Source: an optimization exercise on an open RTL-to-GDS flow (aim: small area). Production flows keep margins and buffers that such runs may drop.
Only simulation tests tie the RTL to the original design; equivalence was not proved.
Power figures rest on the tool's default switching activity, not on a simulated workload. The flow treats the clock pin as an ideal source, which a real chip does not have.

`flow/design.v`:
```
`timescale 1ns/1ps
module spi_eeprom_slave #(
  parameter int AW      = 7,
  parameter int PAGE_AW = 4
) (
  input  logic clk,
  input  logic rst,
  input  logic sck,
  input  logic csn,
  input  logic mosi,
  output logic miso,
  output logic miso_oe,
  output logic wel
);
  localparam int NL = 64;    
  localparam int LW = 16;    
  typedef enum logic [3:0] {
    IDLE   = 4'd0,
    CMD    = 4'd1,
    ADDR_R = 4'd2,
    ADDR_W = 4'd3,
    WR0    = 4'd4,    
    WR1    = 4'd5,    
    IGN    = 4'd6,
    IGN_S  = 4'd7,    
    IGN_C  = 4'd8,    
    RD     = 4'd12,
    ST     = 4'd13
  } state_t;
  logic [2:0]      sck_q;
  logic [1:0]      csn_q;
  logic [1:0]      mosi_q;
  state_t          state_q;
  logic [2:0]      bit_cnt_q;
  logic [6:0]      shift_q;
  logic [AW-1:0]   addr_q;
  logic            miso_q;
  logic            wel_q;
  logic [3:0]      phase_q;
  logic            fill_q;
  logic            wv_q;
  logic [7:0]      wbuf_q;
  logic            near_q;
  logic [LW-1:0]   loop_q [NL];
  logic            sck_rise;
  logic            sck_fall;
  logic            csn_s;
  logic            mosi_s;
  logic            last_bit;
  logic [7:0]      rx_byte;
  logic            out_state;
  logic            byte_done;
  logic [3:0]      enter;
  logic            wbit;
  logic            wr_half;
  logic            wr_on;
  logic            wr_one;
  logic            wr_zero;
  logic [AW-1:0]   rd_addr;
  logic [7:0]      pre_hi_n;
  logic [7:0]      pre_lo_n;
  logic [NL-1:0]   loop_sel;
  logic [NL-1:0]   loop_d0;
  logic [LW/2-1:0] tap_col;
  logic [3:0]      rd_pos;
  logic            tap_bit;
  logic            rd_bit;
  assign sck_rise  = sck_q[1] & ~sck_q[2];
  assign sck_fall  = ~sck_q[1] & sck_q[2];
  assign csn_s     = csn_q[1];
  assign mosi_s    = mosi_q[1];
  assign last_bit  = (bit_cnt_q == 3'd7);
  assign rx_byte   = {shift_q, mosi_s};
  assign out_state = (state_q == RD) || (state_q == ST);
  assign byte_done = !csn_s && (state_q == WR0 || state_q == WR1) && sck_rise && last_bit;
  always_ff @(posedge clk) begin
    if (rst) begin
      csn_q <= 2'b11;
    end else begin
      csn_q <= {csn_q[0], csn};
    end
    sck_q  <= {sck_q[1:0], sck};
    mosi_q <= {mosi_q[0], mosi};
  end
  always_ff @(posedge clk) begin
    if (sck_rise) shift_q <= rx_byte[6:0];
  end
  always_ff @(posedge clk) begin
    if (rst) begin
      phase_q <= 4'd0;
      fill_q  <= 1'b1;
    end else begin
      phase_q <= phase_q + 4'd1;
      if (phase_q == 4'd15) fill_q <= 1'b0;
    end
  end
  always_ff @(posedge clk) begin
    if (rst) begin
      wv_q <= 1'b0;
    end else if (byte_done) begin
      wv_q <= 1'b1;
    end else if (!csn_s && state_q == CMD && sck_rise && last_bit) begin
      wv_q <= 1'b0;
    end
    if (byte_done) wbuf_q <= rx_byte;
  end
  assign enter   = ~phase_q;
  assign wr_half = (enter[3] == addr_q[0]);
  assign wbit    = fill_q | wbuf_q[enter[2:0]];
  assign rd_addr = (state_q == ADDR_R) ? rx_byte[AW-1:0] : addr_q;
  always_comb begin
    for (int i = 0; i < 8; i++) begin
      pre_hi_n[i] = !(fill_q || rd_addr[AW-1:4] == 3'(i));
      pre_lo_n[i] = !(fill_q || rd_addr[3:1] == 3'(i));
    end
  end
  assign wr_on   = fill_q || (wv_q && wr_half);
  assign wr_one  = wr_on && wbit;
  assign wr_zero = wr_on && !wbit;
  for (genvar l = 0; l < NL; l++) begin : g_loop
    spi_eeprom_nor2 u_sel (.a(pre_hi_n[l/8]), .b(pre_lo_n[l%8]), .y(loop_sel[l]));
    spi_eeprom_loop_in u_in (.sel(loop_sel[l]), .one(wr_one), .zero(wr_zero),
                             .q(loop_q[l][LW-1]), .d(loop_d0[l]));
  end
  always_ff @(posedge clk) begin
    for (int l = 0; l < NL; l++) begin
      loop_q[l] <= {loop_q[l][LW-2:0], loop_d0[l]};
    end
  end
  for (genvar t = 0; t < LW / 2; t++) begin : g_tap
    logic [NL-1:0] col_in;
    for (genvar l = 0; l < NL; l++) begin : g_in
      assign col_in[l] = loop_q[l][2*t];
    end
    spi_eeprom_col u_col (.d(col_in), .sel(loop_sel), .y(tap_col[t]));
  end
  assign rd_pos  = {rd_addr[0], (state_q == ADDR_R) ? 3'd7 : ~bit_cnt_q} + phase_q;
  assign tap_bit = tap_col[rd_pos[3:1]];
  always_ff @(posedge clk) near_q <= tap_bit;
  assign rd_bit = rd_pos[0] ? near_q : tap_bit;
  always_ff @(posedge clk) begin
    if (rst) begin
      state_q <= IDLE;
      miso_q  <= 1'b0;
      wel_q   <= 1'b0;
    end else if (csn_s) begin
      if (state_q == IGN_S) wel_q <= 1'b1;
      if (state_q == IGN_C || state_q == WR1) wel_q <= 1'b0;
      state_q <= IDLE;
      miso_q  <= 1'b0;
    end else begin
      case (state_q)
        IDLE: state_q <= CMD;
        CMD: begin
          if (sck_rise && last_bit) begin
            case (rx_byte)
              8'h06:   state_q <= IGN_S;
              8'h04:   state_q <= IGN_C;
              8'h05:   state_q <= ST;
              8'h03:   state_q <= ADDR_R;
              8'h02:   state_q <= wel_q ? ADDR_W : IGN;
              default: state_q <= IGN;
            endcase
          end
        end
        ADDR_R: if (sck_rise && last_bit) state_q <= RD;
        ADDR_W: if (sck_rise && last_bit) state_q <= WR0;
        WR0:    if (sck_rise && last_bit) state_q <= WR1;
        IGN_S, IGN_C: if (sck_rise) state_q <= IGN;
        RD: if (sck_fall) miso_q <= rd_bit;
        ST: if (sck_fall) miso_q <= wel_q && (bit_cnt_q == 3'd6);
        default: ;
      endcase
    end
  end
  always_ff @(posedge clk) begin
    if (csn_s || state_q == IDLE) begin
      bit_cnt_q <= 3'd0;
    end else if (out_state ? sck_fall : sck_rise) begin
      bit_cnt_q <= bit_cnt_q + 3'd1;
    end
  end
  always_ff @(posedge clk) begin
    if (!csn_s && (state_q == ADDR_R || state_q == ADDR_W) && sck_rise) begin
      addr_q <= rx_byte[AW-1:0];
    end else if (byte_done && wv_q) begin
      addr_q <= {addr_q[AW-1:PAGE_AW], addr_q[PAGE_AW-1:0] + PAGE_AW'(1)};
    end else if (!csn_s && state_q == RD && sck_fall && last_bit) begin
      addr_q <= addr_q + AW'(1);
    end
  end
  assign miso    = miso_q;
  assign miso_oe = out_state;
  assign wel     = wel_q;
endmodule
module spi_eeprom_nor2 (
  input  logic a,
  input  logic b,
  output logic y
);
  assign y = ~(a | b);
endmodule
module spi_eeprom_loop_in (
  input  logic sel,
  input  logic one,
  input  logic zero,
  input  logic q,
  output logic d
);
  assign d = (sel & one) | (q & ~(sel & zero));
endmodule
module spi_eeprom_aoi222 (
  input  logic [2:0] d,
  input  logic [2:0] s,
  output logic       y
);
  assign y = ~((d[0] & s[0]) | (d[1] & s[1]) | (d[2] & s[2]));
endmodule
module spi_eeprom_nand2b (
  input  logic d,
  input  logic s,
  output logic y
);
  assign y = ~(d & s);
endmodule
module spi_eeprom_nand4 (
  input  logic [3:0] a,
  output logic       y
);
  assign y = ~&a;
endmodule
module spi_eeprom_nand2 (
  input  logic [1:0] a,
  output logic       y
);
  assign y = ~&a;
endmodule
module spi_eeprom_nor3 (
  input  logic [2:0] a,
  output logic       y
);
  assign y = ~|a;
endmodule
module spi_eeprom_col (
  input  logic [63:0] d,
  input  logic [63:0] sel,
  output logic        y
);
  logic [21:0] g;    
  logic [5:0]  h;    
  logic [1:0]  k;    
  for (genvar i = 0; i < 21; i++) begin : g_aoi
    spi_eeprom_aoi222 u (.d(d[3*i +: 3]), .s(sel[3*i +: 3]), .y(g[i]));
  end
  spi_eeprom_nand2b u_last (.d(d[63]), .s(sel[63]), .y(g[21]));
  for (genvar i = 0; i < 5; i++) begin : g_n4
    spi_eeprom_nand4 u (.a(g[4*i +: 4]), .y(h[i]));
  end
  spi_eeprom_nand2 u_n2 (.a(g[21:20]), .y(h[5]));
  spi_eeprom_nor3 u_o0 (.a(h[2:0]), .y(k[0]));
  spi_eeprom_nor3 u_o1 (.a(h[5:3]), .y(k[1]));
  spi_eeprom_nand2 u_out (.a(k), .y(y));
endmodule
```
`flow/constraint.sdc`:
```
create_clock -name core_clock -period 8.0 [get_ports {clk}]
set_input_delay 1.6000 -clock core_clock [delete_from_list [all_inputs] [get_ports {clk}]]
set_output_delay 1.6000 -clock core_clock [all_outputs]
set_load 0.01 [all_outputs]
```
`flow/run.sh`:
```
#!/bin/bash
# synth_recipe.tcl (not shown) runs the flow's synth.tcl, then flattens the netlist and writes it again
# the make line also repeats each setting of config.mk as NAME=value (left out here)
make -C /OpenROAD-flow-scripts/flow DESIGN_CONFIG=/design/flow/config.mk WORK_HOME=/design/flow/orfs CLKGATE_MAP_FILE= SYNTH_SCRIPT=/design/flow/synth_recipe.tcl finish
```
`flow/config.mk`:
```
export PLATFORM = sky130hd
export DESIGN_NAME = spi_eeprom_slave
export DESIGN_NICKNAME = spi_eeprom_slave
export VERILOG_FILES = /design/flow/design.v
export SDC_FILE = /design/flow/constraint.sdc
export NUM_CORES = 4
export LEC_CHECK = 0
export CAP_MARGIN = 20
export CORE_MARGIN = 2
export CORE_UTILIZATION = 40
export CTS_BUF_LIST = sky130_fd_sc_hd__clkbuf_16
export CTS_CLUSTER_DIAMETER = 80
export CTS_CLUSTER_SIZE = 30
export SLEW_MARGIN = 20
export SYNTH_HIERARCHICAL = 1
export SYNTH_MINIMUM_KEEP_SIZE = 0
```
==> results_dict.tcl, run 1 <==
set metrics [dict create \
    slew_headroom 0.2358 \
    antenna_found_initial 0 \
    synth_cell_types 56 \
    fill_cells 5815 \
    worst_slew_pin_slew_ns 1.146 \
    clk_latency_ns 0.61 \
    postCtsSetupBuffers 0 \
    route.detailed.drc 0 \
    grt-busiest-layer "met2" \
    cts_tree "built" \
    yosysTopAreaCellShare 0.7965 \
    drt_iter0_markers 1797 \
    final_nets 1796 \
    fin_area_um2 28700 \
    p_leak_nw 10.06 \
    post-route-period-util 0.7006 \
    status "complete, no violations" \
    critPathMaxFanout 21 \
    synth-seq-area-share 0.8216 \
    synth_area_um2 26310 \
    first_pass_iters 12 \
    drive_above_1_share 0.05307 \
    die_h_um 260.5 \
    num_vias 13690 \
    htree_levels 2 \
    syn_nets 1747 \
    ys_warn_count 9 \
    crit_path_end_kind "flop" \
    syn_inst 1733 \
    synth-edff-count 22 \
    synth.area.top_cells "dfxtp_1, a222oi_1, edfxtp_1" \
    grt-ovfl-total 0 \
    tns_ns 0 \
    ys.flop_type "dfxtp_1" \
    cp.required_ns 8.50 \
    gp_congestion 0.8202 \
    viasPerCell 5.160 \
    critPathKind "flop to flop" \
    track_usage 0.1566 \
    clock.fmax_mhz 178.4 \
    report.final.slew_viol_count 0 \
    rsz0062_at_grt "no" \
    syn_area_per_cell_um2 15.18 \
    hpwl_um 35910 \
    vdd_drop_max_mv 0.1297 \
    hold_class "flop to flop" \
    clkTransAtPathRegs_ns 0.11 \
    async_flop_share 0 \
    portBuffers 7 \
    setup_viol 0 \
    cts_made_buffers 42 \
    placed_area_um2 27510 \
    cap_violations 0 \
    wl_per_cell_um 20.03 \
    ant_nets 0 \
    coreArea_um2 65390 \
    io-pin-count 8 \
    ctsResizeCount 0 \
    globalRouteMet2Util 0.2490 \
    fp-row-count 94 \
    cts_num_sinks 1069 \
    hold_buffers 0 \
    grtUsageMet1 0.2215 \
    start_util 0.4024 \
    grt_pass1_wl_um 81410 \
    clockBufferDepth 3 \
    finalCriticalPeriod_ns 5.605 \
    design.die.area_um2 67850 \
    die_w_um 260.5 \
    syn2layout_area_growth_pct 9.072 \
    root_buffer "clkbuf_16" \
    first_global_vias 13530 \
    grt_max_degree 59 \
    post-route-util 0.4389 \
    skew_ns 0.02476 \
    antenna_cells 0 \
    routed_wl_um 53150 \
    critPathArrivalTime_ns 6.11 \
    met3_usage 0.02166 \
    r2r_slack_ns 2.40 \
    final_hold_viol_count 0 \
    synth.largest_area_cell "dfxtp_1" \
    critPathLaunchType "flop" \
    power_density_nw_per_um2 275.5 \
    yosys_register_bits 1069 \
]
## Yosys stat by module (local to each module, per instance), excerpt
| module | area, um^2 | cells | copies in the design |
|---|---|---|---|
| spi_eeprom_aoi222 | 10.01 | 1 | 168 |
| spi_eeprom_loop_in | 12.51 | 2 | 64 |
| spi_eeprom_nand2 | 3.754 | 1 | 16 |
| spi_eeprom_nand2b | 3.754 | 1 | 8 |
| spi_eeprom_nand4 | 6.256 | 1 | 40 |
| spi_eeprom_nor2 | 3.754 | 1 | 64 |
| spi_eeprom_nor3 | 10.01 | 1 | 16 |
| spi_eeprom_slave | 23090 | 1293 | 1 |
## registers in the layout, summed over array words and instances, names as in the netlist
signal     cells
near_q         1
wbuf_q         8
loop_q      1024
csn_q          2
wel_q          1
fill_q         1
shift_q        7
state_q        4
mosi_q         2
miso_q         1
sck_q          3
wv_q           1
bit_cnt_q      3
addr_q         7
phase_q        4
## cells in the final DEF (no fill, tap or decap), drive strengths merged, types with 7 or more instances in the layout
cell type / instances
clkbuf: 45
edfxtp: 22
ha: 8
clkdlybuf4s50: 7
nor3: 17
nand2b: 11
nor2: 83
nand2: 119
a21oi: 25
a22o: 64
a222oi: 168
nand3: 8
o21ai: 17
dfxtp: 1047
inv: 14
nand4: 41
buf: 12
## cells by family after synthesis
kind of cell | after synthesis | share of synthesized area
DFF | 1069 | 0.8216
and+or+nand+nor | 309 | 0.05834
AOI/OAI and AO/OA | 297 | 0.1004
buffers and inverters | 25 | 0.003994
xor gates and xnor gates | 12 | 0.004517
muxes | 12 | 0.006562
adders and majority gates | 9 | 0.004565
## synthesized netlist by cell type, types with 4 or more instances
library cell,number
xor2_1,5
or3_1,4
clkbuf_1,5
nor2_1,82
nor2b_1,4
buf_2,9
a22o_1,64
xnor2_1,6
nand3b_1,4
edfxtp_1,22
a222oi_1,168
ha_1,8
a21oi_1,25
nand2_1,119
mux2i_1,6
nand4_1,41
dfxtp_1,1047
mux4_2,4
nand3_1,8
inv_1,11
nor3_2,16
o21ai_0,17
nand2b_1,11
## report_power, final
group          internal (W)  total (W)  switching, W  leakage (nW)
combinational     0.0000150  0.0000318     0.0000168         0.799
sequential          0.00534    0.00535    0.00000811          8.68
clock               0.00103    0.00253       0.00150         0.586
total               0.00638    0.00791       0.00152          10.1
## cell type report
type	instances	area [um^2]	area share
Clock inverter	7	63.81	0.002223
Multi-Input combinational cell	639	4608	0.1606
Inverter	11	41.29	0.001439
Sequential cell	1069	21620	0.7533
Tap cell	864	1081	0.03767
Timing Repair Buffer	19	160.2	0.005580
Clock buffer	45	1126	0.03923
## worst max-delay path, stage by stage, from the launching register on
cell and delay, ns:
dfxtp_1 0.73, nor4b_4 0.70, or3_1 0.20, o31ai_1 0.08, a21oi_1 0.91, nor2_1 0.46
a222oi_1 0.68, nand4_1 0.37, nor3_2 0.31, nand2_1 0.08, mux4_2 0.47, nor4bb_1 0.28
mux2i_1 0.12, o21a_1 0.11
## layer usage
layer / vias up / routed length, um / part of all wire
met5: - / 0 / 0
met4: 0 / 1355 / 0.025
met3: 71 / 2944 / 0.055
met2: 395 / 24240 / 0.46
met1: 6796 / 24610 / 0.46
li1: 6432 / - / -
## per-stage QoR
step,worst slack [ns],total power [W],cells,hold WS (ns)
after floorplan,2.944,0.005488,1733,0.3096
after global placement,2.445,0.005502,2602,0.3096
after detailed placement,2.673,0.005502,2602,0.3121
after CTS,2.650,0.007977,2654,0.3164
after global routing,2.309,0.008180,2654,0.3272
final,2.395,0.007906,2654,0.3232
## final timing paths
path / from / endpoint / cells after the start
setup / recovery: state_q[1] / miso_q / 13
setup reg to reg: state_q[1] / miso_q / 13
hold reg to reg: loop_q[61][11] / loop_q[61][12] / 0
hold / removal: loop_q[61][11] / loop_q[61][12] / 0
==> run 2, diff against run 1 <==
--- a/flow/config.mk
+++ b/flow/config.mk
@@ -9,8 +9,8 @@
 export CORE_MARGIN = 2
 export CORE_UTILIZATION = 40
 export CTS_BUF_LIST = sky130_fd_sc_hd__clkbuf_16
-export CTS_CLUSTER_DIAMETER = 80
-export CTS_CLUSTER_SIZE = 30
+export CTS_CLUSTER_DIAMETER = 70
+export CTS_CLUSTER_SIZE = 26
 export SLEW_MARGIN = 20
 export SYNTH_HIERARCHICAL = 1
 export SYNTH_MINIMUM_KEEP_SIZE = 0
==> results_dict.tcl, run 2 <==
set metrics [dict create \
    synth_cell_types 56 \
    cts_made_buffers 48 \
    synth.area.top_cells "dfxtp_1, a222oi_1, edfxtp_1" \
    vdd_drop_max_mv 0.1385 \
    synth-edff-count 22 \
    crit_path_end_kind "flop" \
    track_usage 0.1571 \
    yosysTopAreaCellShare 0.7965 \
    clkTransAtPathRegs_ns 0.09 \
    p_leak_nw 10.13 \
    tns_ns 0 \
    clockBufferDepth 3 \
    die_w_um 260.5 \
    drive_above_1_share 0.05562 \
    antenna_cells 0 \
    async_flop_share 0 \
    ys.flop_type "dfxtp_1" \
    syn2layout_area_growth_pct 9.486 \
    p_clk_frac 0.330 \
    p_sw_w 0.001554 \
    synth.largest_area_cell "dfxtp_1" \
    critPathMaxFanout 21 \
    ant_nets 0 \
    top_register "loop_q" \
    grt-ovfl-total 0 \
    hold_class "flop to flop" \
    skew_ns 0.02883 \
    power_density_nw_per_um2 278.5 \
    antenna_found_initial 0 \
    final_cell_mix "dfxtp_1, a222oi_1, nand2_1" \
    final_hold_viol_count 0 \
    postCtsSetupBuffers 0 \
    drt_iter0_markers 1806 \
    hpwl_um 35910 \
    fp-row-count 94 \
    status "complete, no violations" \
    yosys_register_bits 1069 \
    seqPwrFrac 0.666 \
    design.die.area_um2 67850 \
    synth-seq-area-share 0.8216 \
    first_pass_iters 12 \
    largest_reg_flops 1024 \
    routed_wl_um 53240 \
    num_vias 13730 \
    route.detailed.drc 0 \
    fill_cells 5810 \
    synth_common_cells "dfxtp_1, a222oi_1, nand2_1" \
    ctsResizeCount 0 \
    hold_buffers 0 \
    synthMostInstantiatedCell "dfxtp_1" \
    rsz0062_at_grt "no" \
    syn_nets 1747 \
    swShare 0.1937 \
    clock.fmax_mhz 183.4 \
    portBuffers 7 \
    wl_per_cell_um 20.00 \
    report.final.slew_viol_count 0 \
    worst_slew_pin_slew_ns 1.024 \
    cts_tree "built" \
    synth_area_um2 26310 \
    coreArea_um2 65390 \
    power_w 0.008022 \
    syn_area_per_cell_um2 15.18 \
    io-pin-count 8 \
    pwr-share-comb 0.004 \
    first_global_vias 13540 \
    final_nets 1802 \
    finalCriticalPeriod_ns 5.454 \
    cp.required_ns 8.50 \
    die_h_um 260.5 \
    viasPerCell 5.157 \
    slew_headroom 0.3177 \
    start_util 0.4024 \
    reg_top3 "loop_q (1024), wbuf_q (8)" \
    setup_viol 0 \
    grt_max_degree 59 \
    cts_num_sinks 1069 \
    critPathKind "flop to flop" \
    cap_violations 0 \
    post-route-period-util 0.6817 \
    clk_latency_ns 0.61 \
    p_int_w 0.006468 \
    ys_warn_count 9 \
    root_buffer "clkbuf_16" \
    final_common_cell "dfxtp_1" \
    htree_levels 2 \
    critPathArrivalTime_ns 5.96 \
    critPathLaunchType "flop" \
    grt_pass1_wl_um 81230 \
    gp_congestion 0.8202 \
    syn_inst 1733 \
]
[run 2: layer usage]
layer	track usage	wire [um]
met2	0.2464	23960
met3	0.02671	3267
met5	0	0
met1	0.2189	24320
met4	0.05698	1693
[run 2: final timing paths]
path | startpoint | endpoint | slack (ns) | depth (start not counted)
max | state_q[1] | miso_q | 2.55 | 13
min | loop_q[16][5] | loop_q[16][6] | 0.32 | 0
max reg2reg | state_q[1] | miso_q | 2.55 | 13
min reg2reg | loop_q[16][5] | loop_q[16][6] | 0.32 | 0
[run 2: cells by family after synthesis]
group | count (synthesis) | synth area share
flops | 1069 | 0.8216
simple gates | 309 | 0.05834
compound gates | 297 | 0.1004
buf+inv | 25 | 0.003994
xor+xnor | 12 | 0.004517
mux | 12 | 0.006562
fa+ha+maj | 9 | 0.004565
[run 2: modules after synthesis (local to each module, per instance), a selection]
module	times used	cells inside	flops+latches
spi_eeprom_aoi222	168	1	0
spi_eeprom_loop_in	64	2	0
spi_eeprom_nand2	16	1	0
spi_eeprom_nand2b	8	1	0
spi_eeprom_nand4	40	1	0
spi_eeprom_nor2	64	1	0
spi_eeprom_nor3	16	1	0
[run 2: critical path, cell delays in order, from the launching register on]
cell and delay [ns]:
dfxtp_1 0.72, nor4b_4 0.69, or3_1 0.19, o31ai_1 0.08, a21oi_1 0.80, nor2_1 0.43
a222oi_1 0.66, nand4_1 0.36, nor3_2 0.31, nand2_1 0.08, mux4_2 0.47, nor4bb_1 0.29
mux2i_1 0.12, o21a_1 0.11
[run 2: cell type report]
class | count | area [um^2] | share of cell area
inverters | 11 | 41.29 | 0.001433
multi-input cells | 639 | 4608 | 0.1599
well taps | 864 | 1081 | 0.03752
repair buffers | 19 | 160.2 | 0.005559
clock buffers | 49 | 1226 | 0.04256
clock inverters | 11 | 72.57 | 0.002519
flip-flops and latches | 1069 | 21620 | 0.7505
[run 2: metrics by stage]
step / setup WS, ns / hold slack (ns) / utilization / std cells / cell area, um^2
floorplan: 2.944 / 0.3096 / - / 1733 / 26310
global placement: 2.445 / 0.3096 / 0.4207 / 2602 / 27510
detailed placement: 2.673 / 0.3121 / 0.4207 / 2602 / 27510
CTS: 2.649 / 0.3283 / 0.4406 / 2662 / 28810
global route: 2.336 / 0.3311 / 0.4406 / 2662 / 28810
finish: 2.546 / 0.3232 / 0.4406 / 2662 / 28810
[run 2: power groups by stage]
stage                     Sequential [W]  Clock [W]  Combinational (W)
after floorplan                  0.00547          0          0.0000217
after global placement           0.00547          0          0.0000315
after detailed placement         0.00547          0          0.0000317
after CTS                        0.00535    0.00272          0.0000317
after global routing             0.00535    0.00292          0.0000335
final                            0.00535    0.00265          0.0000316
==> run 3, diff against run 2 <==
--- a/flow/design.v
+++ b/flow/design.v
@@ -15,17 +15,17 @@
   localparam int NL = 64;    
   localparam int LW = 16;    
   typedef enum logic [3:0] {
-    IDLE   = 4'd0,
-    CMD    = 4'd1,
+    IDLE   = 4'd15,
+    CMD    = 4'd0,
     ADDR_R = 4'd2,
     ADDR_W = 4'd3,
-    WR0    = 4'd4,    
-    WR1    = 4'd5,    
-    IGN    = 4'd6,
-    IGN_S  = 4'd7,    
-    IGN_C  = 4'd8,    
-    RD     = 4'd12,
-    ST     = 4'd13
+    WR0    = 4'd6,    
+    WR1    = 4'd7,    
+    IGN    = 4'd1,
+    IGN_S  = 4'd5,    
+    IGN_C  = 4'd9,    
+    RD     = 4'd8,
+    ST     = 4'd12
   } state_t;
   logic [2:0]      sck_q;
   logic [1:0]      csn_q;
@@ -235,11 +235,11 @@
 );
   assign y = ~&a;
 endmodule
-module spi_eeprom_nor3 (
+module spi_eeprom_nand3 (
   input  logic [2:0] a,
   output logic       y
 );
-  assign y = ~|a;
+  assign y = ~&a;
 endmodule
 module spi_eeprom_col (
   input  logic [63:0] d,
@@ -248,7 +248,7 @@
 );
   logic [21:0] g;    
   logic [5:0]  h;    
-  logic [1:0]  k;    
+  logic [2:0]  k;    
   for (genvar i = 0; i < 21; i++) begin : g_aoi
     spi_eeprom_aoi222 u (.d(d[3*i +: 3]), .s(sel[3*i +: 3]), .y(g[i]));
   end
@@ -257,7 +257,8 @@
     spi_eeprom_nand4 u (.a(g[4*i +: 4]), .y(h[i]));
   end
   spi_eeprom_nand2 u_n2 (.a(g[21:20]), .y(h[5]));
-  spi_eeprom_nor3 u_o0 (.a(h[2:0]), .y(k[0]));
-  spi_eeprom_nor3 u_o1 (.a(h[5:3]), .y(k[1]));
-  spi_eeprom_nand2 u_out (.a(k), .y(y));
-endmodule
+  for (genvar i = 0; i < 3; i++) begin : g_o2
+    spi_eeprom_nor2 u (.a(h[2*i]), .b(h[2*i+1]), .y(k[i]));
+  end
+  spi_eeprom_nand3 u_out (.a(k), .y(y));
+endmodule
--- a/flow/config.mk
+++ b/flow/config.mk
@@ -9,8 +9,8 @@
 export CORE_MARGIN = 2
 export CORE_UTILIZATION = 40
 export CTS_BUF_LIST = sky130_fd_sc_hd__clkbuf_16
-export CTS_CLUSTER_DIAMETER = 70
-export CTS_CLUSTER_SIZE = 26
+export CTS_CLUSTER_DIAMETER = 80
+export CTS_CLUSTER_SIZE = 30
 export SLEW_MARGIN = 20
 export SYNTH_HIERARCHICAL = 1
 export SYNTH_MINIMUM_KEEP_SIZE = 0
==> results_dict.tcl, run 3 <==
set metrics [dict create \
    synth-seq-area-share 0.8272 \
    critPathMaxFanout 25 \
    hold_buffers 0 \
    async_flop_share 0 \
    p_leak_nw 10.08 \
    grt-ovfl-total 0 \
    skew_ns 0.04088 \
    grt-busiest-layer "met2" \
    worstSetupStartpoint "state_q[2]" \
    portBuffers 7 \
    ys_warn_count 9 \
    post-route-period-util 0.6344 \
    place_inst 2580 \
    critical-path-top-delay-family "compound AO/OA/AOI/OAI gates" \
    hold_class "flop to flop" \
    final_hold_viol_count 0 \
    syn_inst 1720 \
    grt_max_degree 65 \
    routed_wl_um 52580 \
    cap_violations 0 \
    worst_slew_pin_slew_ns 1.061 \
    max_stage_delay_ns 0.82 \
    finalCriticalPeriod_ns 5.075 \
    power_density_nw_per_um2 279.4 \
    yosysTopAreaCellShare 0.8019 \
    drive_above_1_share 0.04494 \
    synth_cell_types 47 \
    design.die.area_um2 67410 \
    critPathLaunchType "flop" \
    crit_buf_inv 1 \
    cts_made_buffers 43 \
    min_from "loop_q[10][13]" \
    cts_num_sinks 1069 \
    syn2layout_area_growth_pct 9.378 \
    cts_tree "built" \
    synth-adder-area-share 0.004978 \
    cp_cell_sequence "nor4b_4 -> buf_4 -> mux2i_1 -> a21oi_2 -> nor2_1 -> a222oi_1 -> nand4_1 -> nor2_1 -> nand3_1 -> mux4_2 -> mux2_2 -> o21a_1" \
    yosys_register_bits 1069 \
    die_w_um 259.6 \
    report.final.slew_viol_count 0 \
    largest_reg_flops 1024 \
    htree_levels 2 \
    synth_xor_area_frac 0.005361 \
    clk_latency_ns 0.62 \
    grt_pass1_wl_um 79780 \
    tns_ns 0 \
    final_cell_mix "dfxtp_1, a222oi_1, nor2_1" \
    io-pin-count 8 \
    fin_cells 2635 \
    clkTransAtPathRegs_ns 0.11 \
    synth-edff-count 22 \
    synth.area.mux_share 0.007851 \
    critPathKind "flop to flop" \
    gp_congestion 0.8648 \
    reg_top3 "loop_q (1024), wbuf_q (8)" \
    setup_viol 0 \
    critPathArrivalTime_ns 5.60 \
    synth.largest_area_cell "dfxtp_1" \
    slew_headroom 0.2929 \
    synth_common_cells "dfxtp_1, a222oi_1, nor2_1" \
    hold_ws_ns 0.3118 \
    clock.fmax_mhz 197.0 \
    synth.area.top_cells "dfxtp_1, a222oi_1, edfxtp_1" \
    num_vias 13510 \
    synth_compound_area_frac 0.09986 \
    hpwl_um 35360 \
    syn_area_per_cell_um2 15.20 \
    grtUsageMet1 0.2240 \
    ctsResizeCount 0 \
    root_buffer "clkbuf_16" \
    first_global_vias 13130 \
    globalRouteMet2Util 0.2353 \
    top_register "loop_q" \
    final_common_cell "dfxtp_1" \
    r2r_start "state_q[2]" \
    path_common_cell "nor2_1" \
    postCtsSetupBuffers 0 \
    rsz0062_at_grt "no" \
    synth-simple-area-share 0.05112 \
    track_usage 0.1539 \
    synth_area_um2 26140 \
    first_pass_iters 10 \
    syn_nets 1734 \
    die_h_um 259.6 \
    route.detailed.drc 0 \
    synth_top_family_by_area "compound AO/OA/AOI/OAI gates" \
    antenna_cells 0 \
    ant_nets 0 \
    start_util 0.4047 \
    met3_usage 0.02583 \
    critPathSlowestCell "a222oi_1" \
    fp-row-count 93 \
    wl_per_cell_um 19.96 \
    drt_iter0_markers 1630 \
    vdd_drop_max_mv 0.1998 \
    synthMostInstantiatedCell "dfxtp_1" \
    final_nets 1784 \
    cp.required_ns 8.52 \
    clockBufferDepth 3 \
    coreArea_um2 64580 \
    antenna_found_initial 0 \
    status "complete, no violations" \
    viasPerCell 5.128 \
    ys.flop_type "dfxtp_1" \
    crit_path_end_kind "flop" \
]
run 3: worst register-to-register path, delay by kind of cell (launching register included):
| kind | cells | cell delay (ns) |
|---|---|---|
| compound gates | 3 | 1.80 |
| buf+inv | 1 | 0.31 |
| flops | 1 | 0.54 |
| mux | 3 | 0.98 |
| simple gates | 5 | 1.35 |
run 3: per-stage QoR:
| stage | total power [W] | setup WS, ns | area (um^2) | utilization |
|---|---|---|---|---|
| floorplan | 0.005493 | 2.944 | 26140 | - |
| global placement | 0.005504 | 3.059 | 27320 | 0.4231 |
| detailed placement | 0.005505 | 3.022 | 27320 | 0.4231 |
| CTS | 0.008068 | 3.005 | 28590 | 0.4427 |
| global route | 0.008265 | 2.698 | 28590 | 0.4427 |
| finish | 0.007987 | 2.925 | 28590 | 0.4427 |
run 3: cell type report:
type | count | area [um^2]
timing repair buffer | 18 | 152.6
tap | 855 | 1070
sequential | 1069 | 21620
clock buffer | 45 | 1126
multi-input combinational | 629 | 4447
fill | 5685 | 35990
clock inverter | 10 | 138.9
inverter | 9 | 33.78
run 3: cell families (layout without fill, tap and decap cells):
family / after synthesis / in the layout
DFF: 1069 / 1069
buffers and inverters: 22 / 82
muxes: 15 / 15
AOI/OAI and AO/OA: 293 / 293
and+or+nand+nor: 295 / 295
adders and majority gates: 10 / 10
xor gates and xnor gates: 16 / 16
run 3: power by group:
part | internal [W] | leakage (nW) | switching (W) | total (W)
clock network | 0.00106 | 0.633 | 0.00154 | 0.00260
logic | 0.0000161 | 0.767 | 0.0000163 | 0.0000324
registers | 0.00534 | 8.68 | 0.00000970 | 0.00535
run 3: final timing paths:
path / end / slack, ns / cells past startpoint
setup / recovery: miso_q / 2.93 / 12
hold reg to reg: loop_q[10][14] / 0.31 / 0
setup reg to reg: miso_q / 2.93 / 12
hold / removal: loop_q[10][14] / 0.31 / 0
run 3: routing by layer:
layer	share of wire	wire length (um)
met4	0.023	1205
met3	0.056	2949
met5	0	0
met2	0.44	23200
met1	0.48	25230
run 3: modules after synthesis (local to each module, per instance), excerpt:
module / flip-flops and latches / cells
spi_eeprom_nand2b: 0 / 1
spi_eeprom_loop_in: 0 / 2
spi_eeprom_nand4: 0 / 1
spi_eeprom_slave: 1069 / 1272
spi_eeprom_nand3: 0 / 1
spi_eeprom_aoi222: 0 / 1
spi_eeprom_nand2: 0 / 1
spi_eeprom_nor2: 0 / 1
==> run 4, diff against run 3 <==
==> flow/flow/run.sh (new file) <==
#!/bin/bash
# The standard layout (standard.sh), with clock tree synthesis told not to add dummy
# loads for balancing: clkbuf_16 buffers, sink clusters of at most 30 flip-flops within
# 80 um. Everything else, synthesis included, is the standard flow.
set -euo pipefail
export CTS_ARGS="-sink_clustering_enable -repair_clock_nets -buf_list sky130_fd_sc_hd__clkbuf_16 -sink_clustering_size 30 -sink_clustering_max_diameter 80 -dont_use_dummy_load"
bash standard.sh finish > standard_flow.log 2>&1
==> flow/standard.sh (new file) <==
#!/bin/bash
# synth_recipe.tcl (not shown) runs the flow's synth.tcl, then flattens the netlist and writes it again
# the make line also repeats each setting of config.mk as NAME=value (left out here)
make -C /OpenROAD-flow-scripts/flow DESIGN_CONFIG=/design/flow/config.mk WORK_HOME=/design/flow/orfs CLKGATE_MAP_FILE= SYNTH_SCRIPT=/design/flow/synth_recipe.tcl "${@:-finish}"
removed: flow/run.sh
==> results_dict.tcl, run 4 <==
set metrics [dict create \
    synth_cell_types 47 \
    critPathMaxFanout 25 \
    track_usage 0.1541 \
    power_density_nw_per_um2 275.5 \
    drt_iter0_markers 1669 \
    viasPerCell 5.167 \
    setup_viol 0 \
    critPathKind "flop to flop" \
    yosysTopAreaCellShare 0.8019 \
    cts_made_buffers 43 \
    critPathSlowestCell "a21oi_2" \
    worstHoldEndpoint "loop_q[36][3]" \
    ys.flop_type "dfxtp_1" \
    max_stage_delay_ns 0.80 \
    start_util 0.4047 \
    synth.area.top_cells "dfxtp_1, a222oi_1, edfxtp_1" \
    grt_max_degree 65 \
    crit-reg2reg-capture "miso_q" \
    whs_path_depth 0 \
    synth-edff-count 22 \
    tns_ns 0 \
    synthMostInstantiatedCell "dfxtp_1" \
    root_buffer "clkbuf_16" \
    reg2regPathDepth 12 \
    final_common_cell "dfxtp_1" \
    r2r_start "state_q[2]" \
    cts_num_sinks 1069 \
    clockBufferDepth 3 \
    wl_per_cell_um 20.06 \
    met3_length_um 2991 \
    syn_area_per_cell_um2 15.20 \
    final-seq-area_um2 21620 \
    cts_tree "built" \
    place_inst 2580 \
    cp.required_ns 8.52 \
    fin_cells 2623 \
    post-route-util 0.4398 \
    met1_length_um 25090 \
    ctsResizeCount 0 \
    clock.fmax_mhz 197.5 \
    slew_headroom 0.3076 \
    finalCriticalPeriod_ns 5.063 \
    grt_pass1_wl_um 79760 \
    ys_warn_count 9 \
    portBuffers 7 \
    syn_nets 1734 \
    critPathLaunchType "flop" \
    cap_violations 0 \
    final_hold_viol_count 0 \
    path_common_cell "nor2_1" \
    final_cell_mix "dfxtp_1, a222oi_1, nor2_1" \
    reg_top3 "loop_q (1024), wbuf_q (8)" \
    largest_reg_flops 1024 \
    rsz0062_at_grt "no" \
    first_global_vias 13100 \
    vdd_drop_max_mv 0.1726 \
    status "complete, no violations" \
    min_from "loop_q[36][2]" \
    htree_levels 2 \
    hpwl_um 35360 \
    hold_buffers 0 \
    critPathArrivalTime_ns 5.59 \
    syn2layout_area_growth_pct 8.655 \
    hold_ws_ns 0.2540 \
    grt-ovfl-total 0 \
    post-route-period-util 0.6329 \
    antenna_found_initial 0 \
    clkTransAtPathRegs_ns 0.11 \
    crit_buf_inv 1 \
    die_w_um 259.6 \
    synth_area_um2 26140 \
    r2r_slack_ns 2.94 \
    io-pin-count 8 \
    die_h_um 259.6 \
    coreArea_um2 64580 \
    power_w 0.007825 \
    top_register "loop_q" \
    multi_input_area_um2 4447 \
    gp_congestion 0.8648 \
    postCtsSetupBuffers 0 \
    skew_ns 0.1004 \
    design.die.area_um2 67410 \
    hold_class "flop to flop" \
    synth-seq-area-share 0.8272 \
    synth_common_cells "dfxtp_1, a222oi_1, nor2_1" \
    clk_latency_ns 0.61 \
    fill_cells 5704 \
    drive_above_1_share 0.04016 \
    fp-row-count 93 \
    ant_nets 0 \
    wl_met2_um 23190 \
    synth.largest_area_cell "dfxtp_1" \
    worst_slew_pin_slew_ns 1.039 \
    async_flop_share 0 \
    routed_wl_um 52630 \
    yosys_register_bits 1069 \
    maxUsedRoutingLayer "met4" \
    first_pass_iters 10 \
    route.detailed.drc 0 \
    final_nets 1784 \
    antenna_cells 0 \
    p_leak_nw 9.976 \
    cp_cell_sequence "nor4b_4 -> buf_4 -> mux2i_1 -> a21oi_2 -> nor2_1 -> a222oi_1 -> nand4_1 -> nor2_1 -> nand3_1 -> mux4_2 -> mux2_2 -> o21a_1" \
    report.final.slew_viol_count 0 \
    crit_path_end_kind "flop" \
    syn_inst 1720 \
    num_vias 13550 \
    critical-path-top-delay-family "compound AO/OA/AOI/OAI gates" \
]
-- run 4: cell count changes in the layout (fill, tap and decap cells not counted), sizes merged --
cell and delta:
bufinv -1, clkbuf -2, clkinv -4, inv -5
-- run 4: metal layers --
layer / GRT usage / up-vias
li1: - / 6353
met5: 0 / -
met3: 0.02573 / 87
met2: 0.2353 / 398
met4: 0.04773 / 0
met1: 0.2239 / 6714
-- run 4: cell families (layout without fill, tap and decap cells) --
family / Yosys count / in the layout / share of synthesized area
flip-flops: 1069 / 1069 / 0.8272
buffers and inverters: 22 / 70 / 0.003638
AND/OR/NAND/NOR: 295 / 295 / 0.05112
AO/OA/AOI/OAI: 293 / 293 / 0.09986
XOR/XNOR: 16 / 16 / 0.005362
multiplexers: 15 / 15 / 0.007851
adder cells (fa/ha/maj): 10 / 10 / 0.004979
-- run 4: worst max path at each step --
stage               startpoint            to  slack, ns  depth (start not counted)
floorplan           phase_q[0]  loop_q[0][0]       2.94                          5
global placement    state_q[2]        miso_q       3.06                         13
detailed placement  state_q[2]        miso_q       3.02                         13
CTS                 state_q[2]        miso_q       3.01                         13
global route        state_q[2]        miso_q       2.70                         13
finish              state_q[2]        miso_q       2.94                         12
-- run 4: final cells by class --
type | instances | share of cell area
clock buffer | 43 | 0.03789
inverter | 9 | 0.001190
multi-input combinational | 629 | 0.1566
sequential | 1069 | 0.7613
tap | 855 | 0.03767
timing repair buffer | 18 | 0.005375
-- run 4: Yosys stat by module, one instance, submodules excluded, a selection --
module | copies in the design | cell area, um^2 | cells inside
spi_eeprom_nand2b | 8 | 3.754 | 1
spi_eeprom_nand4 | 40 | 6.256 | 1
spi_eeprom_nand2 | 8 | 3.754 | 1
spi_eeprom_nor2 | 88 | 3.754 | 1
spi_eeprom_slave | 1 | 22970 | 1272
spi_eeprom_aoi222 | 168 | 10.01 | 1
spi_eeprom_loop_in | 64 | 12.51 | 2
spi_eeprom_nand3 | 8 | 5.005 | 1
-- run 4: worst register-to-register path, stage by stage, from the launching register on --
cell and delay (ns):
dfxtp_1 0.54, nor4b_4 0.30, buf_4 0.31, mux2i_1 0.22
a21oi_2 0.80, nor2_1 0.46, a222oi_1 0.79, nand4_1 0.17
nor2_1 0.32, nand3_1 0.13, mux4_2 0.48, mux2_2 0.28
o21a_1 0.18
-- run 4: power breakdown --
| group | internal (W) | switching, W | total (W) | leakage, nW |
|---|---|---|---|---|
| sequential | 0.00534 | 0.00000977 | 0.00535 | 8.68 |
| clock | 0.000970 | 0.00147 | 0.00244 | 0.530 |
| combinational | 0.0000161 | 0.0000163 | 0.0000324 | 0.767 |
| total | 0.00633 | 0.00150 | 0.00783 | 9.98 |
-- run 4: metrics by stage --
stage          setup slack [ns]  instance area (um^2)
3_3_place_gp              3.059                 27320
4_1_cts                   3.007                 28400
3_5_place_dp              3.022                 27320
6_report                  2.937                 28400
5_1_grt                   2.701                 28400
2_1_floorplan             2.944                 26140
==> run 5, diff against run 4 <==
==> flow/flow/run.sh (replaced) <==
#!/bin/bash
# The standard layout (standard.sh), with clock tree synthesis told not to add dummy
# loads for balancing: clkbuf_16 buffers, sink clusters of at most 32 flip-flops within
# 90 um. Everything else, synthesis included, is the standard flow.
set -euo pipefail
export CTS_ARGS="-sink_clustering_enable -repair_clock_nets -buf_list sky130_fd_sc_hd__clkbuf_16 -sink_clustering_size 32 -sink_clustering_max_diameter 90 -dont_use_dummy_load"
bash standard.sh finish > standard_flow.log 2>&1
==> results_dict.tcl, run 5 <==
set metrics [dict create \
    status "complete, no violations" \
    track_usage 0.1534 \
    hold_class "flop to flop" \
    cts_num_sinks 1069 \
    antenna_cells 0 \
    clkTransAtPathRegs_ns 0.12 \
    hold_buffers 0 \
    routed_wl_um 52420 \
    setup_viol 0 \
    first_pass_iters 10 \
    io-pin-count 8 \
    finalCriticalPeriod_ns 5.078 \
    antenna_found_initial 1 \
    synth.area.top_cells "dfxtp_1, a222oi_1, edfxtp_1" \
    start_util 0.4047 \
    cp_cell_sequence "nor4b_4 -> buf_4 -> mux2i_1 -> a21oi_2 -> nor2_1 -> a222oi_1 -> nand4_1 -> nor2_1 -> nand3_1 -> mux4_2 -> mux2_2 -> o21a_1" \
    p_leak_nw 9.926 \
    critPathMaxFanout 25 \
    async_flop_share 0 \
    slew_headroom 0.2895 \
    critPathKind "flop to flop" \
    hold_ws_ns 0.2998 \
    synth_common_cells "dfxtp_1, a222oi_1, nor2_1" \
    crit_path_end_kind "flop" \
    fill_cells 5723 \
    largest_reg_flops 1024 \
    path_common_cell "nor2_1" \
    final_hold_viol_count 0 \
    htree_levels 2 \
    tns_ns 0 \
    route.detailed.drc 0 \
    skew_ns 0.04370 \
    ctsResizeCount 0 \
    cts_made_buffers 39 \
    synth.largest_area_cell "dfxtp_1" \
    report.final.slew_viol_count 0 \
    post-route-util 0.4382 \
    critPathLaunchType "flop" \
    die_h_um 259.6 \
    coreArea_um2 64580 \
    grt_pass1_wl_um 79400 \
    critPathArrivalTime_ns 5.57 \
    portBuffers 7 \
    synth_area_um2 26140 \
    ys.flop_type "dfxtp_1" \
    num_vias 13430 \
    synth-seq-area-share 0.8272 \
    clock.fmax_mhz 196.9 \
    syn_area_per_cell_um2 15.20 \
    place_inst 2580 \
    wl_per_cell_um 20.02 \
    synth-edff-count 22 \
    ant_nets 0 \
    rsz0062_at_grt "no" \
    grt-ovfl-total 0 \
    grt_max_degree 65 \
    syn2layout_area_growth_pct 8.272 \
    final_nets 1780 \
    ys_warn_count 9 \
    vdd_drop_max_mv 0.1806 \
    design.die.area_um2 67410 \
    final_common_cell "dfxtp_1" \
    max_stage_delay_ns 0.85 \
    synth_cell_types 47 \
    post-route-period-util 0.6347 \
    clk_latency_ns 0.59 \
    power_density_nw_per_um2 272.8 \
    first_global_vias 13020 \
    fp-row-count 93 \
    syn_inst 1720 \
    postCtsSetupBuffers 0 \
    viasPerCell 5.128 \
    syn_nets 1734 \
    root_buffer "clkbuf_16" \
    reg_top3 "loop_q (1024), wbuf_q (8)" \
    yosys_register_bits 1069 \
    gp_congestion 0.8648 \
    synthMostInstantiatedCell "dfxtp_1" \
    hpwl_um 35360 \
    die_w_um 259.6 \
    cts_tree "built" \
    drt_iter0_markers 1509 \
    top_register "loop_q" \
    clockBufferDepth 3 \
    critPathSlowestCell "a222oi_1" \
    final_cell_mix "dfxtp_1, a222oi_1, nor2_1" \
    drive_above_1_share 0.03798 \
    worst_slew_pin_slew_ns 1.066 \
    cap_violations 0 \
    cp.required_ns 8.49 \
    fin_cells 2619 \
    yosysTopAreaCellShare 0.8019 \
]
-- run 5: path summary, 6_finish.rpt --
kind                            slack, ns            end  depth (start not counted)          start
worst max register to register       2.92         miso_q                         12     state_q[2]
worst min register to register       0.30  loop_q[36][3]                          0  loop_q[36][2]
worst min-delay path                 0.30  loop_q[36][3]                          0  loop_q[36][2]
worst max-delay path                 2.92         miso_q                         12     state_q[2]
-- run 5: cells by family after synthesis --
logic type / count (synthesis) / share of synthesized area
mux: 15 / 0.007851
xor+xnor: 16 / 0.005362
fa+ha+maj: 10 / 0.004979
flops: 1069 / 0.8272
simple gates: 295 / 0.05112
buf+inv: 22 / 0.003638
compound gates: 293 / 0.09986
-- run 5: worst max-delay path: cells and delay by family (launching register included) --
family                 cells  cell delay, ns
flip-flops                 1            0.54
AND/OR/NAND/NOR            5            1.32
buffers and inverters      1            0.31
AO/OA/AOI/OAI              3            1.82
multiplexers               3            0.97
-- run 5: area by class of cell --
cell class	instances	area [um^2]	share of cell area
sequential	1069	21620	0.7640
multi-input combinational	629	4447	0.1571
tap	855	1070	0.03780
clock buffer	39	975.9	0.03449
timing repair buffer	18	152.6	0.005394
inverter	9	33.78	0.001194
-- run 5: through the flow --
stage	power [W]	cell area (um^2)	setup slack, ns
after floorplan	0.005493	26140	2.944
final	0.007720	28300	2.923
after global routing	0.007983	28300	2.671
after CTS	0.007789	28300	3.003
after global placement	0.005504	27320	3.059
after detailed placement	0.005505	27320	3.022
-- run 5: Yosys stat by module (local to each module, per instance), excerpt --
module / cells inside / area (um^2) / times used
spi_eeprom_aoi222: 1 / 10.01 / 168
spi_eeprom_loop_in: 2 / 12.51 / 64
spi_eeprom_nand2: 1 / 3.754 / 8
spi_eeprom_nand2b: 1 / 3.754 / 8
spi_eeprom_nand3: 1 / 5.005 / 8
spi_eeprom_nand4: 1 / 6.256 / 40
spi_eeprom_nor2: 1 / 3.754 / 88
spi_eeprom_slave: 1272 / 22970 / 1
-- run 5: report_power, final --
part           internal, W  switching [W]
clock network     0.000887        0.00145
registers          0.00534     0.00000965
logic            0.0000161      0.0000162
total              0.00624        0.00148
-- run 5: metal layers --
layer  part of all wire  vias up  wire [um]  global-route usage
met5            0.00019        -         10                   0
met4              0.023        2       1207             0.04422
met3              0.058       80       3040             0.02593
met2               0.44      354      23000              0.2350
met1               0.48     6655      25160              0.2231
li1                   -     6340          -                   -
==> run 6, diff against run 5 <==
==> flow/flow/run.sh (replaced) <==
#!/bin/bash
# The standard layout (standard.sh) with two changes:
#  - clock tree synthesis adds no dummy loads for balancing and uses clkbuf_16 buffers
#    on sink clusters of at most 32 flip-flops within 90 um;
#  - the buffer that global placement puts on every input and output port is buf_1.
# Everything else, synthesis included, is the standard flow.
set -euo pipefail
export CTS_ARGS="-sink_clustering_enable -repair_clock_nets -buf_list sky130_fd_sc_hd__clkbuf_16 -sink_clustering_size 32 -sink_clustering_max_diameter 90 -dont_use_dummy_load"
export BUFFER_PORTS_ARGS="-buffer_cell sky130_fd_sc_hd__buf_1"
bash standard.sh finish > standard_flow.log 2>&1
==> results_dict.tcl, run 6 <==
set metrics [dict create \
    cts_made_buffers 39 \
    syn_area_per_cell_um2 15.20 \
    synth.largest_area_cell "dfxtp_1" \
    finalCriticalPeriod_ns 5.012 \
    crit_path_end_kind "flop" \
    clock.fmax_mhz 199.5 \
    synth-simple-area-share 0.05112 \
    final_cell_mix "dfxtp_1, a222oi_1, nor2_1" \
    critPathLaunchType "flop" \
    hold_buffers 0 \
    synthMostInstantiatedCell "dfxtp_1" \
    cap_violations 0 \
    p_leak_nw 9.896 \
    globalRouteMet2Util 0.2298 \
    tns_ns 0 \
    wl_per_cell_um 20.00 \
    cts_num_sinks 1069 \
    yosys_register_bits 1069 \
    route.detailed.drc 0 \
    reg_top3 "loop_q (1024), wbuf_q (8)" \
    antenna_found_initial 0 \
    first_pass_iters 13 \
    synth_area_um2 26140 \
    hpwl_um 35300 \
    synth-edff-count 22 \
    grt-ovfl-total 0 \
    synth_top_family_by_area "compound AO/OA/AOI/OAI gates" \
    grtUsageMet1 0.2204 \
    ant_nets 0 \
    cp.required_ns 8.52 \
    viasPerCell 5.179 \
    synth_cell_types 47 \
    grt-busiest-layer "met2" \
    largest_reg_flops 1024 \
    slew_headroom 0.2844 \
    synth.area.mux_share 0.007851 \
    die_w_um 259.6 \
    report.final.slew_viol_count 0 \
    pre_cts_slack_ns 3.079 \
    setup_ws_ns 2.988 \
    ctsResizeCount 0 \
    start_util 0.4047 \
    status "complete, no violations" \
    syn_inst 1720 \
    setup_viol 0 \
    final_hold_viol_count 0 \
    num_vias 13550 \
    clkTransAtPathRegs_ns 0.11 \
    skew_ns 0.06658 \
    clockBufferDepth 3 \
    htree_levels 2 \
    yosysTopAreaCellShare 0.8019 \
    synth_xor_area_frac 0.005361 \
    ys_warn_count 9 \
    final_common_cell "dfxtp_1" \
    cts_tree "built" \
    hold_class "flop to flop" \
    postCtsSetupBuffers 0 \
    antenna_cells 0 \
    rsz0062_at_grt "no" \
    design.die.area_um2 67410 \
    async_flop_share 0 \
    io-pin-count 8 \
    syn2layout_area_growth_pct 8.104 \
    critPathMaxFanout 25 \
    vdd_drop_max_mv 0.2037 \
    synth_compound_area_frac 0.09986 \
    synth-seq-area-share 0.8272 \
    grt_max_degree 65 \
    synth-adder-area-share 0.004978 \
    portBuffers 7 \
    track_usage 0.1535 \
    post-route-period-util 0.6264 \
    drt_iter0_markers 1754 \
    die_h_um 259.6 \
    grt_pass1_wl_um 79860 \
    syn_nets 1734 \
    met3_usage 0.03421 \
    synth.area.top_cells "dfxtp_1, a222oi_1, edfxtp_1" \
    critPathKind "flop to flop" \
    clk_latency_ns 0.61 \
    coreArea_um2 64580 \
    critPathArrivalTime_ns 5.53 \
    final_nets 1778 \
    drive_above_1_share 0.03916 \
    ys.flop_type "dfxtp_1" \
    worst_slew_pin_slew_ns 1.073 \
    routed_wl_um 52330 \
    first_global_vias 13260 \
    fp-row-count 93 \
    gp_congestion 0.8332 \
    power_density_nw_per_um2 273.4 \
    synth_common_cells "dfxtp_1, a222oi_1, nor2_1" \
    top_register "loop_q" \
    root_buffer "clkbuf_16" \
]
-- run 6: cell counts after synthesis --
No cell type changed its count.
-- run 6: path summary, 6_finish.rpt --
| check | startpoint | to | slack [ns] | cells past startpoint |
|---|---|---|---|---|
| worst max-delay path | state_q[2] | miso_q | 2.99 | 12 |
| worst min-delay path | loop_q[36][3] | loop_q[36][4] | 0.30 | 0 |
| worst max register to register | state_q[2] | miso_q | 2.99 | 12 |
| worst min register to register | loop_q[36][3] | loop_q[36][4] | 0.30 | 0 |
-- run 6: layout make-up --
| type | instances | area, um^2 |
|---|---|---|
| fillers | 5787 | 36320 |
| flip-flops and latches | 1069 | 21620 |
| multi-input cells | 629 | 4462 |
| well taps | 855 | 1070 |
| clock buffers | 39 | 975.9 |
| repair buffers | 16 | 93.84 |
| inverters | 9 | 33.78 |
-- run 6: stage by stage --
| stage | power (W) | instances | hold slack, ns | utilization | area [um^2] |
|---|---|---|---|---|---|
| global placement | 0.005502 | 2578 | 0.3097 | 0.4223 | 27270 |
| CTS | 0.007798 | 2617 | 0.3037 | 0.4375 | 28250 |
| detailed placement | 0.005503 | 2578 | 0.3121 | 0.4224 | 27280 |
| finish | 0.007725 | 2617 | 0.2958 | 0.4375 | 28260 |
| floorplan | 0.005493 | 1720 | 0.3096 | - | 26140 |
| global route | 0.007985 | 2617 | 0.3146 | 0.4375 | 28260 |
-- run 6: logic make-up (layout without fill, tap and decap cells) --
| family | Yosys count | in the layout |
|---|---|---|
| xor+xnor | 16 | 16 |
| mux | 15 | 15 |
| buf+inv | 22 | 64 |
| fa+ha+maj | 10 | 10 |
| flops | 1069 | 1069 |
| simple gates | 295 | 295 |
| compound gates | 293 | 293 |
-- run 6: per-layer routing --
layer  vias to the layer above  wire length [um]
li1                       6338                 -
met1                      6711             24780
met2                       422             22560
met3                        83              3560
met4                         0              1423
met5                         -                 0
-- run 6: power breakdown --
group / switching, W / internal (W)
Clock: 0.00146 / 0.000887
Sequential: 0.00000976 / 0.00534
Combinational: 0.0000157 / 0.0000146
-- run 6: modules after synthesis (local to each module, per instance), excerpt --
module	copies in the design	area [um^2]	cells
spi_eeprom_aoi222	168	10.01	1
spi_eeprom_nand4	40	6.256	1
spi_eeprom_slave	1	22970	1272
spi_eeprom_nand3	8	5.005	1
spi_eeprom_nor2	88	3.754	1
spi_eeprom_nand2b	8	3.754	1
spi_eeprom_loop_in	64	12.51	2
spi_eeprom_nand2	8	3.754	1
-- run 6: critical path, stage by stage, from the launching register on --
cell	delay (ns)
dfxtp_1	0.54
nor4b_4	0.29
buf_4	0.29
mux2i_1	0.22
a21oi_2	0.86
nor2_1	0.48
a222oi_1	0.74
nand4_1	0.19
nor2_1	0.24
nand3_1	0.11
mux4_2	0.46
mux2_2	0.29
o21a_1	0.19
==> run 7, diff against run 6 <==
--- a/flow/design.v
+++ b/flow/design.v
@@ -107,7 +107,7 @@
   assign enter   = ~phase_q;
   assign wr_half = (enter[3] == addr_q[0]);
   assign wbit    = fill_q | wbuf_q[enter[2:0]];
-  assign rd_addr = (state_q == ADDR_R) ? rx_byte[AW-1:0] : addr_q;
+  assign rd_addr = {addr_q[AW-1:1], (state_q == ADDR_R) ? mosi_s : addr_q[0]};
   always_comb begin
     for (int i = 0; i < 8; i++) begin
       pre_hi_n[i] = !(fill_q || rd_addr[AW-1:4] == 3'(i));
@@ -182,7 +182,8 @@
   end
   always_ff @(posedge clk) begin
     if (!csn_s && (state_q == ADDR_R || state_q == ADDR_W) && sck_rise) begin
-      addr_q <= rx_byte[AW-1:0];
+      if (last_bit) addr_q[0] <= mosi_s;
+      else addr_q[AW-1:1] <= {addr_q[AW-2:1], mosi_s};
     end else if (byte_done && wv_q) begin
       addr_q <= {addr_q[AW-1:PAGE_AW], addr_q[PAGE_AW-1:0] + PAGE_AW'(1)};
     end else if (!csn_s && state_q == RD && sck_fall && last_bit) begin
==> results_dict.tcl, run 7 <==
set metrics [dict create \
    largest_reg_flops 1024 \
    reg_top3 "loop_q (1024), wbuf_q (8)" \
    die_h_um 259.1 \
    worst_slew_pin_slew_ns 0.9744 \
    fp-row-count 93 \
    path_common_cell "nor2_1" \
    critPathSlowestCell "a31oi_2" \
    slew_headroom 0.3480 \
    rsz0062_at_grt "no" \
    synth.area.mux_share 0.005624 \
    io-pin-count 8 \
    synth-edff-count 22 \
    post-route-period-util 0.5455 \
    crit_buf_inv 1 \
    clkTransAtPathRegs_ns 0.12 \
    synth_xor_area_frac 0.004566 \
    num_vias 13340 \
    design.die.area_um2 67130 \
    start_util 0.4045 \
    ctsResizeCount 0 \
    cp_cell_sequence "inv_1 -> a31oi_2 -> nor2_1 -> a222oi_1 -> nand4_1 -> nor2_1 -> nand3_1 -> mux4_2 -> mux2_4 -> o211a_1" \
    synth.area.top_cells "dfxtp_1, a222oi_1, edfxtp_1" \
    synthMostInstantiatedCell "dfxtp_1" \
    track_usage 0.1531 \
    p_leak_nw 9.876 \
    gp_congestion 0.8832 \
    drive_above_1_share 0.03793 \
    synth_area_um2 26030 \
    synth_compound_area_frac 0.09931 \
    tns_ns 0 \
    hold_buffers 0 \
    viasPerCell 5.140 \
    critPathArrivalTime_ns 4.88 \
    fin_cells 2595 \
    setup_viol 0 \
    async_flop_share 0 \
    report.final.slew_viol_count 0 \
    vdd_drop_max_mv 0.1743 \
    place_inst 2555 \
    synth.largest_area_cell "dfxtp_1" \
    syn_area_per_cell_um2 15.31 \
    postCtsSetupBuffers 0 \
    ys.flop_type "dfxtp_1" \
    first_global_vias 12950 \
    clock.fmax_mhz 229.2 \
    crit_cells 10 \
    cap_violations 0 \
    cts_tree "built" \
    coreArea_um2 64350 \
    syn_inst 1700 \
    root_buffer "clkbuf_16" \
    yosysTopAreaCellShare 0.8052 \
    synth-adder-area-share 0.004999 \
    cts_made_buffers 40 \
    synth_common_cells "dfxtp_1, a222oi_1, nor2_1" \
    reg2regPathDepth 10 \
    synth_cell_types 55 \
    first_pass_iters 15 \
    ant_nets 0 \
    drt_iter0_markers 1701 \
    ys_warn_count 9 \
    syn2layout_area_growth_pct 8.273 \
    clockBufferDepth 3 \
    critPathKind "flop to flop" \
    routed_wl_um 51770 \
    crit_path_end_kind "flop" \
    critPathMaxFanout 10 \
    skew_ns 0.09083 \
    grt_max_degree 65 \
    antenna_cells 0 \
    cp.required_ns 8.52 \
    final-seq-area_um2 21620 \
    clk_latency_ns 0.63 \
    htree_levels 2 \
    synth_top_family_by_area "compound AO/OA/AOI/OAI gates" \
    route.detailed.drc 0 \
    yosys_register_bits 1069 \
    final_hold_viol_count 0 \
    fill_cells 5647 \
    finalCriticalPeriod_ns 4.364 \
    final_common_cell "dfxtp_1" \
    cts_num_sinks 1069 \
    wl_per_cell_um 19.95 \
    antenna_found_initial 0 \
    final_cell_mix "dfxtp_1, a222oi_1, nor2_1" \
    max_stage_delay_ns 0.78 \
    power_density_nw_per_um2 275.1 \
    multi_input_area_um2 4353 \
    critPathLaunchType "flop" \
    post-route-util 0.4380 \
    hold_class "flop to flop" \
    status "complete, no violations" \
    die_w_um 259.1 \
    synth-seq-area-share 0.8306 \
    grt_pass1_wl_um 79260 \
    whs_path_depth 0 \
    portBuffers 7 \
    syn_nets 1714 \
    grt-ovfl-total 0 \
    final_nets 1756 \
    critical-path-top-delay-family "compound AO/OA/AOI/OAI gates" \
    synth-simple-area-share 0.05062 \
    hpwl_um 34440 \
    top_register "loop_q" \
]
## run 7: cells by family (layout without fill, tap and decap cells)
family                     after synthesis  count (layout)
xor gates and xnor gates                12              12
adders and majority gates               10              10
AOI/OAI and AO/OA                      283             283
and+or+nand+nor                        289             289
buffers and inverters                   28              68
muxes                                    9               9
DFF                                   1069            1069
## run 7: worst reg2reg max path, stage by stage, from the launching register on
cell and delay, ns:
edfxtp_1 0.60, inv_1 0.17, a31oi_2 0.78, nor2_1 0.45, a222oi_1 0.68, nand4_1 0.25, nor2_1 0.24, nand3_1 0.10
mux4_2 0.47, mux2_4 0.31, o211a_1 0.22
## run 7: layout make-up
class | instances | area share
inverters | 12 | 0.001598
flip-flops and latches | 1069 | 0.7671
multi-input cells | 603 | 0.1545
clock buffers | 40 | 0.03552
well taps | 855 | 0.03796
repair buffers | 16 | 0.003330
## run 7: report_power, final
part / switching, W / internal, W
combinational: 0.0000154 / 0.0000151
sequential: 0.00000851 / 0.00534
clock: 0.00147 / 0.000908
## run 7: final timing paths
| path | from | slack (ns) | endpoint |
|---|---|---|---|
| min | loop_q[21][3] | 0.26 | loop_q[21][4] |
| max reg2reg | addr_q[2] | 3.64 | miso_q |
| min reg2reg | loop_q[21][3] | 0.26 | loop_q[21][4] |
| max | addr_q[2] | 3.64 | miso_q |
## run 7: stage by stage
| step | setup WS [ns] | hold WS [ns] | area [um^2] | power, W |
|---|---|---|---|---|
| floorplan | 2.944 | 0.3096 | 26030 | 0.005491 |
| global placement | 3.750 | 0.3099 | 27180 | 0.005501 |
| detailed placement | 3.698 | 0.3121 | 27180 | 0.005503 |
| CTS | 3.701 | 0.2565 | 28180 | 0.007826 |
| global route | 3.468 | 0.2608 | 28180 | 0.008025 |
| finish | 3.636 | 0.2558 | 28180 | 0.007753 |
## run 7: layer usage
layer,global-route usage,vias to the layer above,share of wire
li1,-,6281,-
met1,0.2245,6604,0.48
met2,0.2311,375,0.44
met3,0.02763,79,0.056
met4,0.04367,0,0.022
met5,0,-,0
## run 7: Yosys stat by module, one instance, submodules excluded, a selection
module / area [um^2] / cells inside / flops+latches
spi_eeprom_slave: 22870 / 1252 / 1069
spi_eeprom_loop_in: 12.51 / 2 / 0
spi_eeprom_aoi222: 10.01 / 1 / 0
spi_eeprom_nand4: 6.256 / 1 / 0
spi_eeprom_nand3: 5.005 / 1 / 0
spi_eeprom_nand2: 3.754 / 1 / 0
spi_eeprom_nand2b: 3.754 / 1 / 0
spi_eeprom_nor2: 3.754 / 1 / 0

-- static timing again, ports no longer ideal --
The flow's constraints put no driver on any port. The routed layouts listed below were extracted and timed again, unchanged, in two steps.
Step 1 assumes that a clkbuf_16 drives the clock port and a buf_2 every other input.
Step 2 times the ports against the registers' clock, not the clock port: input delays grow and output delays shrink by t, the midpoint of the rising clock arrivals with the driver on.
Three values: ideal, step 1, step 2; two values: the first two.
run | t, ns | setup slack, ns | worst hold slack (ns) | worst setup path at the end | clock arrival spread, ns
run 1 | 0.656 | 2.395 / 2.395 / 2.395 | 0.323 / 0.323 / 0.323 | register to register | 0.028 / 0.028
run 2 | 0.657 | 2.546 / 2.546 / 2.546 | 0.323 / 0.323 / 0.323 | register to register | 0.033 / 0.032
run 3 | 0.655 | 2.925 / 2.925 / 2.925 | 0.312 / 0.312 / 0.312 | register to register | 0.044 / 0.045
run 4 | 0.630 | 2.937 / 2.937 / 2.937 | 0.254 / 0.254 / 0.254 | register to register | 0.118 / 0.118
run 5 | 0.629 | 2.922 / 2.922 / 2.922 | 0.300 / 0.300 / 0.300 | register to register | 0.051 / 0.052
run 6 | 0.637 | 2.988 / 2.988 / 2.988 | 0.296 / 0.296 / 0.296 | register to register | 0.069 / 0.069
run 7 | 0.645 | 3.636 / 3.636 / 3.636 | 0.256 / 0.256 / 0.256 | register to register | 0.097 / 0.098
After both steps setup and hold are still met in every run listed.
